From an optimization exercise on the open Yosys and OpenROAD flow, aimed at a short achievable clock period and few clock cycles; shortcuts taken in it are not production practice.
The RTL was checked by simulation tests, not by an equivalence proof against the original design.
Power is estimated from default activity; no workload was simulated.

**config.mk**
```make
export PLATFORM = sky130hd
export DESIGN_NAME = color_key_sprite_run_encoder
export DESIGN_NICKNAME = color_key_sprite_run_encoder
export VERILOG_FILES = /design/flow/design.v
export SDC_FILE = /design/flow/constraint.sdc
export NUM_CORES = 4
export LEC_CHECK = 0
export CAP_MARGIN = 20
export CORE_MARGIN = 2
export CORE_UTILIZATION = 40
export SLEW_MARGIN = 20
```
**constraint.sdc**
```tcl
create_clock -name core_clock -period 5.0 [get_ports {clk}]
set_input_delay 1.0000 -clock core_clock [delete_from_list [all_inputs] [get_ports {clk}]]
set_output_delay 1.0000 -clock core_clock [all_outputs]
set_load 0.01 [all_outputs]
```
**design.v**
```verilog
package cksre_pkg;
  localparam int DEF_MAX_WIDTH  = 32;
  localparam int DEF_MAX_HEIGHT = 1024;
  localparam int PIX_W      = 16;
  localparam int KEY_W      = 16;
  localparam int CFG_WID_W  = 6;
  localparam int CFG_HGT_W  = 11;
  localparam int CFG_IDX_W  = 2;
  localparam int CFG_DATA_W = 16;
  localparam int KIND_W     = 3;
  localparam int VALUE_W    = 16;
  localparam int ROW_OUT_W  = 10;
  localparam int CMP_W      = 16;
  localparam logic [CFG_IDX_W-1:0] REG_KEY    = 2'd0;
  localparam logic [CFG_IDX_W-1:0] REG_WIDTH  = 2'd1;
  localparam logic [CFG_IDX_W-1:0] REG_HEIGHT = 2'd2;
  localparam logic [KEY_W-1:0]     KEY_RESET    = 16'd0;
  localparam logic [CFG_WID_W-1:0] WIDTH_RESET  = 6'd32;
  localparam logic [CFG_HGT_W-1:0] HEIGHT_RESET = 11'd1024;
  localparam logic [KIND_W-1:0] KIND_LEN   = 3'd0;
  localparam logic [KIND_W-1:0] KIND_COL   = 3'd1;
  localparam logic [KIND_W-1:0] KIND_PIX   = 3'd2;
  localparam logic [KIND_W-1:0] KIND_ROW   = 3'd3;
  localparam logic [KIND_W-1:0] KIND_TOTAL = 3'd4;
  localparam logic [VALUE_W-1:0] INDEX_MAX = 16'hFFFF;
  typedef struct packed {
    logic              accept;
    logic              emit;
    logic [KIND_W-1:0] kind;
    logic              last;
    logic              sprite_end;
  } cmd_t;
  typedef struct packed {
    logic opaque;
    logic row_end;
    logic sprite_end;
    logic run_nonzero;
    logic last_pix;
    logic out_free;
  } sts_t;
endpackage
module cksre_ram #(
  parameter int WIDTH = 16,
  parameter int DEPTH = 32,
  parameter int ADDR_W = (DEPTH > 1) ? $clog2(DEPTH) : 1
) (
  input  logic              clk,
  input  logic              wr_en,
  input  logic [ADDR_W-1:0] wr_addr,
  input  logic [WIDTH-1:0]  wr_data,
  input  logic [ADDR_W-1:0] rd_addr,
  output logic [WIDTH-1:0]  rd_data
);
  logic [WIDTH-1:0] mem [DEPTH];
  always_ff @(posedge clk) begin
    if (wr_en) begin
      mem[wr_addr] <= wr_data;
    end
    rd_data <= mem[rd_addr];
  end
endmodule
module cksre_ctrl
(
  input  logic clk,
  input  logic rst,
  input  logic in_valid,
  output logic in_ready,
  input  cksre_pkg::sts_t sts,
  output cksre_pkg::cmd_t cmd
);
  localparam logic [2:0] S_IDLE = 3'd0;
  localparam logic [2:0] S_LEN  = 3'd1;
  localparam logic [2:0] S_COL  = 3'd2;
  localparam logic [2:0] S_PIX  = 3'd3;
  localparam logic [2:0] S_ROW  = 3'd4;
  localparam logic [2:0] S_TOT  = 3'd5;
  logic [2:0] state;
  logic [2:0] state_next;
  logic       row_end;
  logic       sprite_end;
  logic       flush;
  assign in_ready = (state == S_IDLE);
  assign flush = sts.opaque ? sts.row_end : sts.run_nonzero;
  always_comb begin
    state_next     = state;
    cmd.accept     = 1'b0;
    cmd.emit       = 1'b0;
    cmd.kind       = cksre_pkg::KIND_LEN;
    cmd.last       = 1'b0;
    cmd.sprite_end = sprite_end;
    case (state)
      S_IDLE: begin
        if (in_valid) begin
          cmd.accept = 1'b1;
          if (flush) begin
            state_next = S_LEN;
          end else if (sts.row_end) begin
            state_next = S_ROW;
          end
        end
      end
      S_LEN: begin
        cmd.kind = cksre_pkg::KIND_LEN;
        cmd.emit = sts.out_free;
        if (sts.out_free) begin
          state_next = S_COL;
        end
      end
      S_COL: begin
        cmd.kind = cksre_pkg::KIND_COL;
        cmd.emit = sts.out_free;
        if (sts.out_free) begin
          state_next = S_PIX;
        end
      end
      S_PIX: begin
        cmd.kind = cksre_pkg::KIND_PIX;
        cmd.emit = sts.out_free;
        cmd.last = sts.last_pix && !row_end;
        if (sts.out_free && sts.last_pix) begin
          state_next = row_end ? S_ROW : S_IDLE;
        end
      end
      S_ROW: begin
        cmd.kind = cksre_pkg::KIND_ROW;
        cmd.emit = sts.out_free;
        cmd.last = !sprite_end;
        if (sts.out_free) begin
          state_next = sprite_end ? S_TOT : S_IDLE;
        end
      end
      S_TOT: begin
        cmd.kind = cksre_pkg::KIND_TOTAL;
        cmd.emit = sts.out_free;
        cmd.last = 1'b1;
        if (sts.out_free) begin
          state_next = S_IDLE;
        end
      end
      default: begin
        state_next = S_IDLE;
      end
    endcase
  end
  always_ff @(posedge clk) begin
    if (rst) begin
      state      <= S_IDLE;
      row_end    <= 1'b0;
      sprite_end <= 1'b0;
    end else begin
      state <= state_next;
      if (cmd.accept) begin
        row_end    <= sts.row_end;
        sprite_end <= sts.sprite_end;
      end
    end
  end
endmodule
module cksre_dp
#(
  parameter int MAX_WIDTH  = cksre_pkg::DEF_MAX_WIDTH,
  parameter int MAX_HEIGHT = cksre_pkg::DEF_MAX_HEIGHT
) (
  input  logic                  clk,
  input  logic                  rst,
  input  logic                  cfg_valid,
  input  logic [cksre_pkg::CFG_IDX_W-1:0]  cfg_index,
  input  logic [cksre_pkg::CFG_DATA_W-1:0] cfg_data,
  input  logic [cksre_pkg::PIX_W-1:0]      pixel,
  input  cksre_pkg::cmd_t                  cmd,
  output cksre_pkg::sts_t                  sts,
  output logic                  out_valid,
  input  logic                  out_ready,
  output logic [cksre_pkg::KIND_W-1:0]     word_kind,
  output logic [cksre_pkg::VALUE_W-1:0]    word_value,
  output logic                  row_empty,
  output logic [cksre_pkg::ROW_OUT_W-1:0]  row_number,
  output logic                  last_of_burst
);
  localparam int IDX_W = (MAX_WIDTH > 1) ? $clog2(MAX_WIDTH) : 1;
  localparam int LEN_W = $clog2(MAX_WIDTH + 1);
  localparam int ROW_W = (MAX_HEIGHT > 1) ? $clog2(MAX_HEIGHT) : 1;
  logic [cksre_pkg::KEY_W-1:0]     key;
  logic [cksre_pkg::CFG_WID_W-1:0] width;
  logic [cksre_pkg::CFG_HGT_W-1:0] height;
  logic [LEN_W-1:0]   run_len;
  logic [IDX_W-1:0]   run_start;
  logic [IDX_W-1:0]   column;
  logic [ROW_W-1:0]   row;
  logic [cksre_pkg::VALUE_W-1:0] write_index;
  logic [cksre_pkg::VALUE_W-1:0] row_first;
  logic               row_has_seg;
  logic [IDX_W-1:0]   idx;
  logic [IDX_W-1:0]   idx_next;
  logic [cksre_pkg::PIX_W-1:0]   rd_data;
  logic               buf_wr;
  logic [cksre_pkg::CMP_W-1:0]   w_eff;
  logic [cksre_pkg::CMP_W-1:0]   h_eff;
  logic               index_step;
  logic               row_word;
  logic [cksre_pkg::VALUE_W-1:0]   out_value;
  logic                 out_empty;
  logic [cksre_pkg::ROW_OUT_W-1:0] out_row;
  always_comb begin
    if (width == '0) begin
      w_eff = cksre_pkg::CMP_W'(1);
    end else if (cksre_pkg::CMP_W'(width) > cksre_pkg::CMP_W'(MAX_WIDTH)) begin
      w_eff = cksre_pkg::CMP_W'(MAX_WIDTH);
    end else begin
      w_eff = cksre_pkg::CMP_W'(width);
    end
    if (height == '0) begin
      h_eff = cksre_pkg::CMP_W'(1);
    end else if (cksre_pkg::CMP_W'(height) > cksre_pkg::CMP_W'(MAX_HEIGHT)) begin
      h_eff = cksre_pkg::CMP_W'(MAX_HEIGHT);
    end else begin
      h_eff = cksre_pkg::CMP_W'(height);
    end
  end
  assign sts.opaque      = (pixel != key);
  assign sts.row_end     = (cksre_pkg::CMP_W'(column) + cksre_pkg::CMP_W'(1)) >= w_eff;
  assign sts.sprite_end  = (cksre_pkg::CMP_W'(row) + cksre_pkg::CMP_W'(1)) >= h_eff;
  assign sts.run_nonzero = (run_len != '0);
  assign sts.last_pix    = (LEN_W'(idx) == (run_len - LEN_W'(1)));
  assign sts.out_free    = !out_valid || out_ready;
  assign buf_wr = cmd.accept && sts.opaque && (run_len < LEN_W'(MAX_WIDTH));
  always_comb begin
    idx_next = idx;
    if (cmd.emit && (cmd.kind == cksre_pkg::KIND_LEN)) begin
      idx_next = '0;
    end else if (cmd.emit && (cmd.kind == cksre_pkg::KIND_PIX) && !sts.last_pix) begin
      idx_next = idx + IDX_W'(1);
    end
  end
  cksre_ram #(
    .WIDTH (cksre_pkg::PIX_W),
    .DEPTH (MAX_WIDTH)
  ) u_run_buf (
    .clk     (clk),
    .wr_en   (buf_wr),
    .wr_addr (run_len[IDX_W-1:0]),
    .wr_data (pixel),
    .rd_addr (idx_next),
    .rd_data (rd_data)
  );
  assign index_step = cmd.emit &&
                      ((cmd.kind == cksre_pkg::KIND_LEN) || (cmd.kind == cksre_pkg::KIND_COL) ||
                       (cmd.kind == cksre_pkg::KIND_PIX));
  assign row_word = cmd.emit && (cmd.kind == cksre_pkg::KIND_ROW) && row_has_seg;
  always_comb begin
    out_value = '0;
    out_empty = 1'b0;
    out_row   = '0;
    case (cmd.kind)
      cksre_pkg::KIND_LEN:   out_value = cksre_pkg::VALUE_W'(run_len);
      cksre_pkg::KIND_COL:   out_value = cksre_pkg::VALUE_W'(run_start);
      cksre_pkg::KIND_PIX:   out_value = rd_data;
      cksre_pkg::KIND_ROW: begin
        out_value = row_has_seg ? row_first : '0;
        out_empty = !row_has_seg;
        out_row   = cksre_pkg::ROW_OUT_W'(row);
      end
      cksre_pkg::KIND_TOTAL: out_value = write_index;
      default:    out_value = '0;
    endcase
  end
  always_ff @(posedge clk) begin
    if (rst) begin
      key         <= cksre_pkg::KEY_RESET;
      width       <= cksre_pkg::WIDTH_RESET;
      height      <= cksre_pkg::HEIGHT_RESET;
      run_len     <= '0;
      run_start   <= '0;
      column      <= '0;
      row         <= '0;
      write_index <= '0;
      row_first   <= '0;
      row_has_seg <= 1'b0;
      idx         <= '0;
      out_valid   <= 1'b0;
    end else begin
      idx <= idx_next;
      if (cfg_valid) begin
        case (cfg_index)
          cksre_pkg::REG_KEY:    key    <= cfg_data[cksre_pkg::KEY_W-1:0];
          cksre_pkg::REG_WIDTH:  width  <= cfg_data[cksre_pkg::CFG_WID_W-1:0];
          cksre_pkg::REG_HEIGHT: height <= cfg_data[cksre_pkg::CFG_HGT_W-1:0];
          default: begin
          end
        endcase
      end
      if (cmd.accept) begin
        column <= sts.row_end ? '0 : column + IDX_W'(1);
        if (sts.opaque) begin
          if (run_len == '0) begin
            run_start <= column;
            if (!row_has_seg) begin
              row_first   <= write_index;
              row_has_seg <= 1'b1;
            end
          end
          if (run_len < LEN_W'(MAX_WIDTH)) begin
            run_len <= run_len + LEN_W'(1);
          end
        end
      end
      if (index_step && (write_index != cksre_pkg::INDEX_MAX)) begin
        write_index <= write_index + cksre_pkg::VALUE_W'(1);
      end
      if (cmd.emit) begin
        out_valid <= 1'b1;
        case (cmd.kind)
          cksre_pkg::KIND_PIX: begin
            if (sts.last_pix) begin
              run_len <= '0;
            end
          end
          cksre_pkg::KIND_ROW: begin
            row_has_seg <= 1'b0;
            row_first   <= '0;
            row         <= cmd.sprite_end ? '0 : row + ROW_W'(1);
          end
          cksre_pkg::KIND_TOTAL: begin
            write_index <= '0;
            run_len     <= '0;
            run_start   <= '0;
          end
          default: begin
          end
        endcase
      end else if (out_ready) begin
        out_valid <= 1'b0;
      end
    end
  end
  always_ff @(posedge clk) begin
    if (cmd.emit) begin
      word_kind     <= cmd.kind;
      word_value    <= out_value;
      row_empty     <= out_empty;
      row_number    <= out_row;
      last_of_burst <= cmd.last;
    end
  end
endmodule
module color_key_sprite_run_encoder
#(
  parameter int MAX_WIDTH  = cksre_pkg::DEF_MAX_WIDTH,
  parameter int MAX_HEIGHT = cksre_pkg::DEF_MAX_HEIGHT
) (
  input  logic                  clk,
  input  logic                  rst,
  input  logic                  cfg_valid,
  output logic                  cfg_ready,
  input  logic [cksre_pkg::CFG_IDX_W-1:0]  cfg_index,
  input  logic [cksre_pkg::CFG_DATA_W-1:0] cfg_data,
  input  logic                  in_valid,
  output logic                  in_ready,
  input  logic [cksre_pkg::PIX_W-1:0]      pixel,
  output logic                  out_valid,
  input  logic                  out_ready,
  output logic [cksre_pkg::KIND_W-1:0]     word_kind,
  output logic [cksre_pkg::VALUE_W-1:0]    word_value,
  output logic                  row_empty,
  output logic [cksre_pkg::ROW_OUT_W-1:0]  row_number,
  output logic                  last_of_burst
);
  cksre_pkg::cmd_t cmd;
  cksre_pkg::sts_t sts;
  assign cfg_ready = 1'b1;
  cksre_ctrl u_ctrl (
    .clk      (clk),
    .rst      (rst),
    .in_valid (in_valid),
    .in_ready (in_ready),
    .sts      (sts),
    .cmd      (cmd)
  );
  cksre_dp #(
    .MAX_WIDTH  (MAX_WIDTH),
    .MAX_HEIGHT (MAX_HEIGHT)
  ) u_dp (
    .clk           (clk),
    .rst           (rst),
    .cfg_valid     (cfg_valid),
    .cfg_index     (cfg_index),
    .cfg_data      (cfg_data),
    .pixel         (pixel),
    .cmd           (cmd),
    .sts           (sts),
    .out_valid     (out_valid),
    .out_ready     (out_ready),
    .word_kind     (word_kind),
    .word_value    (word_value),
    .row_empty     (row_empty),
    .row_number    (row_number),
    .last_of_burst (last_of_burst)
  );
endmodule
```
**run.sh**
```bash
#!/bin/bash
# synth_recipe.tcl (not shown) runs the flow's synth.tcl, then flattens the netlist and writes it again
# the make line also repeats each setting of config.mk as NAME=value (left out here)
make -C /OpenROAD-flow-scripts/flow DESIGN_CONFIG=/design/flow/config.mk WORK_HOME=/design/flow/orfs CLKGATE_MAP_FILE= SYNTH_SCRIPT=/design/flow/synth_recipe.tcl finish
```
==> impl_metrics.csv <==
group,metric,value,unit
clock_network,cts_buffers,72,
floorplan,die_x,264,µm
timing,clock_skew,0.0219,ns
clock_network,post_cts_buffers,0,
setup_path,critPathTopFamily,"compound AO/OA/AOI/OAI gates",
clock_network,insertion_delay,0.61,ns
timing,setup_viol,0,
logic_synthesis,synth_area_leader_cell,"edfxtp_1",
logic_synthesis,yosysWarningCount,3,
clock_network,htree_num_levels,3,
setup_path,cp_cell_sequence,"inv_1, ha_1, o21ba_1, a221oi_1, nor2_1, o21ai_1, mux2_8, buf_12, buf_4, mux2i_1, mux2_2, o22ai_1, a21oi_1, o211ai_2",
layout,final_cells,3215,
clock_network,cts_tree,"yes",
place,pre_cts_ws,0.393,ns
setup_path,rrSetupSlack,0.55,ns
route,first_pass_iters,6,
setup_path,cp_slowest_stage_delay,0.61,ns
logic_synthesis,synth_area_leaders,"edfxtp_1 (60%), dfxtp_1 (8.8%), nand2_1 (6.3%)",
route,drtIter0Drc,2177,
place,gp_congestion,0.885,
timing,hold_violations,0,
logic_synthesis,synth_adder_area_share,1.20,%
logic_synthesis,synth-edff-count,543,
setup_path,r2r_start,"u_dp.run_len[0]",
grt,antenna_found_initial,1,
grt,grt_pass1_wl,114,mm
floorplan,io_pins,73,
timing,period_share,88.9,%
power,leakage,0.0110,µW
clock_network,cts_hold_buf,0,
setup_path,worstPathArrival,4.92,ns
place,numPlacedInstances,3083,
clock_network,clock_sinks,662,
route,remaining_drc_errors,0,
setup_path,critPathCaptureType,"flop",
floorplan,coreArea,67200,µm²
grt,gr-total-overflow,0,
timing,post-route-min-period,4.45,ns
setup_path,reg2reg_depth,14,
grt,grt_max_degree,86,
layout,fillers,5916,
route,vias,18200,
outcome,outcome,"finished clean",
setup_path,critPathKind,"flop to flop",
logic_synthesis,synth_nets,2222,
logic_synthesis,synth_most_common_cell,"edfxtp_1",
power,ir_worst_vdd,0.313,mV
route,drt-total-wl,77.3,mm
setup_path,crit_buf_inv,3,
min_path,hp-start,"u_dp.row_first[7]",
logic_synthesis,syn_avg_cell_area,12.6,µm²
logic_synthesis,async_reset_ff_share,0,%
grt,grt_pass1_vias,17600,
timing,slew_headroom,31.1,%
logic_synthesis,syn_inst,2157,
power,power_density,367,nW/µm²
logic_synthesis,synth.cell_area,27100,µm²
min_path,worst_hold_path.endpoint,"u_dp.row_first[7]",
floorplan,rows,95,
setup_path,r2r_end,"u_dp.u_run_buf.rd_data[5]",
min_path,whs_path_depth,2,
clock_network,cts_resized,0,
logic_synthesis,ys_seq_elements,662,
setup_path,worst_path_max_delay_cell,"a221oi_1",
setup_path,worst_setup_path_start_kind,"flop",
logic_synthesis,synthSimpleGateAreaFrac,12.2,%
place,portBuffers,71,
setup_path,critPathRequiredTime,5.47,ns
place,dp_hpwl,50.6,mm
floorplan,start_util,40.4,%
layout,final_nets,2349,
timing,clock.fmax,0.225,GHz
logic_synthesis,synth_compound_area_share,10.7,%
logic_synthesis,synth_common_cells,"edfxtp_1 (543), nand2_1 (455), a21oi_1 (144)",
layout,layout-drive-gt1-share,9.91,%
logic_synthesis,synth_top_area_share,60.1,%
setup_path,critPathMaxFanout,55,
route,ant_nets,0,
timing,setup_slack,0.554,ns
timing,hold_slack,0.457,ns
timing,fin_setup_tns,0,ns
layout,syn_to_final_growth,16.6,%
logic_synthesis,synth.distinct_cells,72,
logic_synthesis,ys_seq_area_share,68.9,%
logic_synthesis,synth_top_family_by_area,"simple AND/OR/NAND/NOR gates",
logic_synthesis,muxShareOfSynthArea,3.11,%
clock_network,clockBufferDepth,3,
timing,rsz0062_at_grt,"no",
flow_run,max_cap_violations,0,
floorplan,die_y,264,µm
route,wl_per_cell,24.0,µm
grt,grt_use_total,22.1,%
timing,worst_pin_slew,1.03,ns
timing,drv_slew,0,
floorplan,dieArea,69900,µm²
min_path,hp-class,"flop to flop",
logic_synthesis,ys.flop_type,"edfxtp_1",
logic_synthesis,synth-xor-area-share,1.61,%
clock_network,clk_pin_slew,0.06,ns
clock_network,cts-root-buf,"clkbuf_16",
route,post_drt_via_cell_ratio,5.66,
layout make-up:
class                      instances  area, µm²  share of cell area [%]
clock buffer                     102       2030                    6.42
antenna                            1       2.50                 0.00791
clock inverter                    29        228                   0.720
timing repair buffer             176       1590                    5.04
inverter                          23       86.3                   0.273
tap                              873       1090                    3.45
multi-input combinational       1349       7900                    25.0
sequential                       662      18700                    59.1
sequential cells by signal, indices dropped and copies added, names as in the netlist, 5 cells and up:
name,count
u_dp.u_run_buf.mem,512
u_dp.key,16
u_dp.row_first,16
u_dp.u_run_buf.rd_data,16
u_dp.word_value,16
u_dp.write_index,16
u_dp.height,11
u_dp.row,10
u_dp.row_number,10
u_dp.run_len,6
u_dp.width,6
u_dp.column,5
u_dp.idx,5
u_dp.run_start,5
per-layer routing:
| layer | GRT usage, % | wire length, µm | vias up |
|---|---|---|---|
| li1 | - | - | 8271 |
| met1 | 30.3 | 32200 | 9000 |
| met2 | 34.4 | 35400 | 760 |
| met3 | 5.14 | 6780 | 149 |
| met4 | 8.17 | 2910 | 2 |
| met5 | 0 | 13 | - |
worst min-delay path, stage by stage, from the launching register on:
cell and delay, ns:
dfxtp_1 0.31, nand2_1 0.05, a21oi_1 0.05
cell families after synthesis:
family,count (synthesis)
AO/OA/AOI/OAI,422
buffers and inverters,146
adder cells (fa/ha/maj),26
XOR/XNOR,50
AND/OR/NAND/NOR,768
other,1
multiplexers,82
flip-flops,662
worst max-delay path by stage:
stage                                       to  cells past startpoint       startpoint  slack (ns)
CTS                  u_dp.u_run_buf.rd_data[5]                     14  u_dp.run_len[0]        0.65
finish               u_dp.u_run_buf.rd_data[5]                     14  u_dp.run_len[0]        0.55
global placement     u_dp.u_run_buf.rd_data[7]                     12        out_ready        0.49
global route         u_dp.u_run_buf.rd_data[5]                     14  u_dp.run_len[0]        0.31
floorplan           u_dp.u_run_buf.rd_data[10]                     14  u_dp.run_len[0]        1.35
detailed placement   u_dp.u_run_buf.rd_data[7]                     12        out_ready        0.39
where the power goes:
part | total, µW | internal, µW | leakage (µW) | switching [µW]
Sequential | 6070 | 6030 | 0.00587 | 42.7
Combinational | 428 | 132 | 0.00400 | 296
Clock | 5110 | 2990 | 0.00110 | 2120
Total | 11600 | 9150 | 0.0110 | 2460
placed cells by master (no fill, tap or decap), types with 12 or more instances in the layout:
cell	Yosys	final
a22oi_1	31	31
nand3_1	59	59
a31oi_1	18	18
ha_1	26	26
nand4_1	15	15
and3_1	35	35
a21oi_1	144	143
a311o_1	17	17
clkdlybuf4s50_1	0	70
o21ai_0	36	36
edfxtp_1	543	543
xor2_1	33	33
o22ai_1	18	18
clkbuf_16	0	76
clkinv_1	1	12
a221o_1	17	17
a22o_1	20	20
o211ai_1	15	15
nor2_1	121	119
mux2i_1	76	74
a32o_1	12	12
buf_4	1	97
a211oi_1	12	12
xnor2_1	17	17
inv_1	22	22
dfxtp_1	119	119
clkbuf_1	86	23
nand2_1	455	454
through the flow:
stage / instance area (µm²) / power [µW] / util [%]
after floorplan: 27100 / 6350 / -
after global placement: 29400 / 6600 / 43.7
after detailed placement: 29400 / 6610 / 43.7
after CTS: 31600 / 11700 / 47.1
after global routing: 31600 / 12000 / 47.1
final: 31600 / 11600 / 47.1
Testbench counts, summed over its fixed seeds: cycles 92,034.

[re-timing with driven ports]
In the flow no input, the clock included, has a driving cell. The finished layout below was timed again as built, in two steps.
Step 1, drivers: a clkbuf_16 drives clk and a buf_2 each remaining input, both assumed.
Step 2 also shifts input and output timing later by t, the mid clock arrival at the registers, as if the neighbouring blocks saw the same clock.
a / b / c = ideal / step 1 / step 2; a / b = the first two.
t, ns: 0.659
setup slack, ns: 0.554 / 0.554 / 0.275
worst setup path at the end: input to register
clock arrival spread, ns: 0.022 / 0.022
After both steps this run still meets setup and hold. The setup slack of this run moves by 0.000 ns with the drivers and by -0.279 ns with both steps.
